From an optimization exercise on the open Yosys and OpenROAD flow, aimed at small area and a short achievable clock period; shortcuts taken in it are not production practice.
The RTL was checked by simulation tests, not by an equivalence proof against the original design.

sierra:
==> flow/design.v <==
module dm_oai22 (input logic a1, a2, b1, b2, output logic y);
  assign y = !((a1 || a2) && (b1 || b2));
endmodule
module dm_oai21 (input logic a1, a2, b1, output logic y);
  assign y = !((a1 || a2) && b1);
endmodule
module dm_nand4 (input logic a, b, c, d, output logic y);
  assign y = !(a && b && c && d);
endmodule
module dm_nand2 (input logic a, b, output logic y);
  assign y = !(a && b);
endmodule
module dm_nor2 (input logic a, b, output logic y);
  assign y = !(a || b);
endmodule
module dm_inv (input logic a, output logic y);
  assign y = !a;
endmodule
module dm_dec2 (input logic [1:0] a, output logic [3:0] y);
  always_comb begin
    for (int j = 0; j < 4; j++) y[j] = (a == j[1:0]);
  end
endmodule
module dm_dec3 (input logic [2:0] a, output logic [7:0] y);
  always_comb begin
    for (int j = 0; j < 8; j++) y[j] = (a == j[2:0]);
  end
endmodule
module dm_stall (
  input  logic [7:0] a,
  input  logic [1:0] dm,
  input  logic       valid,
  input  logic       ready,
  output logic       stall
);
  assign stall = (dm == 2'b10) && (a == 8'hFF) && valid && !ready;
endmodule
module dm_other_n (
  input  logic [7:0] a,
  input  logic       is_load,
  input  logic [7:0] io_in,
  input  logic       valid,
  output logic [7:0] y_n
);
  always_comb begin
    if (!is_load)        y_n = ~a;
    else if (a == 8'hFE) y_n = ~io_in;
    else if (a == 8'hFF) y_n = ~{7'b0000000, valid};
    else                 y_n = 8'hFF;
  end
endmodule
module dm_stage (
  input  logic       sig_clk,
  input  logic       sig_rst,
  input  logic [7:0] EX_data_result,
  input  logic [7:0] EX_data_reg,
  input  logic [1:0] EX_addr_reg,
  input  logic [1:0] EX_sig_ctrl_DM,
  input  logic       EX_sig_ctrl_RF,
  input  logic [7:0] IO_data_in,
  input  logic       IO_sig_ready,
  output logic [7:0] RF_data_wr,
  output logic [1:0] RF_addr_wr,
  output logic       RF_sig_wr,
  output logic [7:0] IO_data_out,
  output logic       IO_sig_valid,
  output logic       PL_sig_stall
);
  localparam int NW = 254;
  localparam int GW = 32;               
  localparam int NG = (NW + GW - 1) / GW;
  logic [7:0]  addr_s;
  logic        is_load_s;
  logic        is_store_s;
  logic [3:0]  pa_s;
  logic [7:0]  pb_s;
  logic [7:0]  pg_s;
  logic [GW-1:0] lo_n_s;
  logic [NG-1:0] hi_s;
  logic [NG-1:0] hs_n_s;
  logic [NW-1:0] we_s;
  logic [7:0]  wd_n_s;
  logic [7:0]  mem_n_r [0:NW-1];
  logic [7:0]  other_n_s;
  logic [7:0]  wb_s;
  logic        valid_r;
  logic [7:0]  rf_data_r;
  logic [1:0]  rf_addr_r;
  logic        rf_wr_r;
  assign addr_s     = EX_data_result;
  assign is_load_s  = (EX_sig_ctrl_DM == 2'b01);
  assign is_store_s = (EX_sig_ctrl_DM == 2'b10);
  dm_dec2 u_pa (.a(addr_s[1:0]), .y(pa_s));
  dm_dec3 u_pb (.a(addr_s[4:2]), .y(pb_s));
  dm_dec3 u_pg (.a(addr_s[7:5]), .y(pg_s));
  for (genvar j = 0; j < GW; j++) begin : g_lo
    dm_nand2 u_lo (.a(pa_s[j % 4]), .b(pb_s[j / 4]), .y(lo_n_s[j]));
  end
  for (genvar g = 0; g < NG; g++) begin : g_hi
    logic hl_n;
    dm_nand2 u_hl (.a(pg_s[g]), .b(is_load_s), .y(hl_n));
    dm_inv   u_hi (.a(hl_n), .y(hi_s[g]));
    dm_nand2 u_hs (.a(pg_s[g]), .b(is_store_s), .y(hs_n_s[g]));
  end
  assign wd_n_s = ~EX_data_reg;
  for (genvar w = 0; w < NW; w++) begin : g_word
    dm_nor2 u_we (.a(hs_n_s[w / GW]), .b(lo_n_s[w % GW]), .y(we_s[w]));
    always_ff @(posedge sig_clk) begin
      if (we_s[w]) mem_n_r[w] <= wd_n_s;
    end
  end
  for (genvar b = 0; b < 8; b++) begin : g_bit
    logic [NG-1:0] grp_n;
    logic [1:0]    q;
    logic          r_n;
    for (genvar g = 0; g < NG; g++) begin : g_grp
      localparam int NP = (g == NG - 1) ? (NW - (NG - 1) * GW) / 2 : GW / 2;
      logic [15:0] p;
      logic [7:0]  f_n;
      logic [1:0]  h;
      for (genvar k = 0; k < NP; k++) begin : g_pair
        dm_oai22 u_p (
          .a1(lo_n_s[2*k]),   .a2(mem_n_r[g*GW + 2*k][b]),
          .b1(lo_n_s[2*k+1]), .b2(mem_n_r[g*GW + 2*k + 1][b]),
          .y(p[k])
        );
      end
      for (genvar k = 0; k < NP / 2; k++) begin : g_four
        dm_nor2 u_f (.a(p[2*k]), .b(p[2*k+1]), .y(f_n[k]));
      end
      if (NP % 2 == 1) begin : g_odd
        dm_inv u_f (.a(p[NP-1]), .y(f_n[NP/2]));
      end
      for (genvar k = (NP + 1) / 2; k < 8; k++) begin : g_pad
        assign f_n[k] = 1'b1;
      end
      dm_nand4 u_h0 (.a(f_n[0]), .b(f_n[1]), .c(f_n[2]), .d(f_n[3]), .y(h[0]));
      dm_nand4 u_h1 (.a(f_n[4]), .b(f_n[5]), .c(f_n[6]), .d(f_n[7]), .y(h[1]));
      dm_oai21 u_g (.a1(h[0]), .a2(h[1]), .b1(hi_s[g]), .y(grp_n[g]));
    end
    dm_nand4 u_q0 (.a(grp_n[0]), .b(grp_n[1]), .c(grp_n[2]), .d(grp_n[3]), .y(q[0]));
    dm_nand4 u_q1 (.a(grp_n[4]), .b(grp_n[5]), .c(grp_n[6]), .d(grp_n[7]), .y(q[1]));
    dm_nor2 u_r (.a(q[0]), .b(q[1]), .y(r_n));
    dm_nand2 u_wb (.a(r_n), .b(other_n_s[b]), .y(wb_s[b]));
  end
  dm_other_n u_other (
    .a(addr_s), .is_load(is_load_s), .io_in(IO_data_in), .valid(valid_r), .y_n(other_n_s)
  );
  logic [7:0] io_data_r;
  logic       io_store_s;
  logic       accept_s;
  assign io_store_s = is_store_s && (addr_s == 8'hFF);
  assign accept_s   = io_store_s && !(valid_r && !IO_sig_ready);
  dm_stall u_stall (
    .a(addr_s), .dm(EX_sig_ctrl_DM), .valid(valid_r), .ready(IO_sig_ready), .stall(PL_sig_stall)
  );
  always_ff @(posedge sig_clk or posedge sig_rst) begin
    if (sig_rst) begin
      valid_r   <= 1'b0;
      io_data_r <= 8'h00;
    end else begin
      valid_r <= accept_s || (valid_r && !IO_sig_ready);
      if (accept_s) io_data_r <= EX_data_reg;
    end
  end
  assign IO_data_out  = io_data_r;
  assign IO_sig_valid = valid_r;
  always_ff @(posedge sig_clk or posedge sig_rst) begin
    if (sig_rst) begin
      rf_data_r <= 8'h00;
      rf_addr_r <= 2'b00;
      rf_wr_r   <= 1'b0;
    end else begin
      rf_data_r <= wb_s;
      rf_addr_r <= EX_addr_reg;
      rf_wr_r   <= EX_sig_ctrl_RF && !is_store_s;
    end
  end
  assign RF_data_wr = rf_data_r;
  assign RF_addr_wr = rf_addr_r;
  assign RF_sig_wr  = rf_wr_r;
endmodule
make LEC_CHECK=0 CAP_MARGIN=20 CORE_MARGIN=2 CORE_UTILIZATION=50 CTS_CLUSTER_DIAMETER=100 CTS_CLUSTER_SIZE=25 SETUP_SLACK_MARGIN=2.5 SLEW_MARGIN=20 SYNTH_HIERARCHICAL=1 TNS_END_PERCENT=0 finish   # period 5.0 ns
run.sh (not shown) runs the stock make flow with config.mk's settings and CLKGATE_MAP_FILE= SYNTH_SCRIPT=/design/flow/synth_recipe.tcl, a recipe that flattens the netlist after the stock synthesis.
The following lists how cedar was set up differently from sierra:
- changing CTS_CLUSTER_SIZE from 25 to 30
- cedar: critical path buffer and inverter count is 1 higher than what sierra reported.
- Between sierra and cedar, the flow reports cell area decreasing slightly.
- Wire length reported by the detailed router (cedar vs. sierra) decreases by a few percent
- As of cedar, first-pass GRT wire length had fallen slightly compared to sierra.
--- input diff cedar..quartz ---
- a change of SETUP_SLACK_MARGIN from 2.5 to 2.2
- a change of CTS_CLUSTER_DIAMETER from 100 to 60
- a deleted TNS_END_PERCENT that had been 0
- a change of CORE_UTILIZATION from 50 to 40
==> summary.txt <==
cedar → quartz: wire length on met3 went down 1.9 mm; post-layout instance area went up 5.3%; maximum frequency went down 21 MHz; final worst-path setup slack went down 0.18 ns.
Changes in fjord relative to quartz:
- a change of SETUP_SLACK_MARGIN from 2.2 to 2.5
- an added TNS_END_PERCENT of 0
==> comparison <==
fjord ends up with lower global-route wire length before repair than quartz does. The run showing the smaller initial antenna violation count is fjord. There was hardly any difference in total wire length after detailed routing between quartz and fjord. Compared fjord vs quartz, and maximum frequency is up in fjord. Per the comparison of fjord with quartz, final critical-path setup slack up 0.098 ns, number of logic stages on the critical path including buffering lower, final design area excluding fillers decreased 1.3%.

[afterwards: timing with drivers on the ports]
In the flow no input, the clock included, has a driving cell. The finished layouts below were timed again as built, in two steps. Step 1: set_driving_cell puts a clkbuf_16 on sig_clk and a buf_2 on each other input, an assumption about the parent block. Step 2 also shifts input and output timing later by t, the mid clock arrival at the registers, as if the neighbouring blocks saw the same clock. Three values: no drivers, after step 1, after step 2; two values: the first two.
run | t (ns) | setup slack, ns | cell pins on the clock port's net
sierra | 0.812 | 2.125 / 2.152 / 1.340 | 1
cedar | 0.794 | 2.183 / 2.127 / 1.333 | 1
quartz | 0.863 | 2.007 / 2.031 / 1.168 | 1
fjord | 0.883 | 2.105 / 2.020 / 1.137 | 1
After both steps setup and hold are still met in every run listed. The setup slack of fjord, which loses most, moves by -0.085 ns with the drivers and by -0.968 ns with both steps.
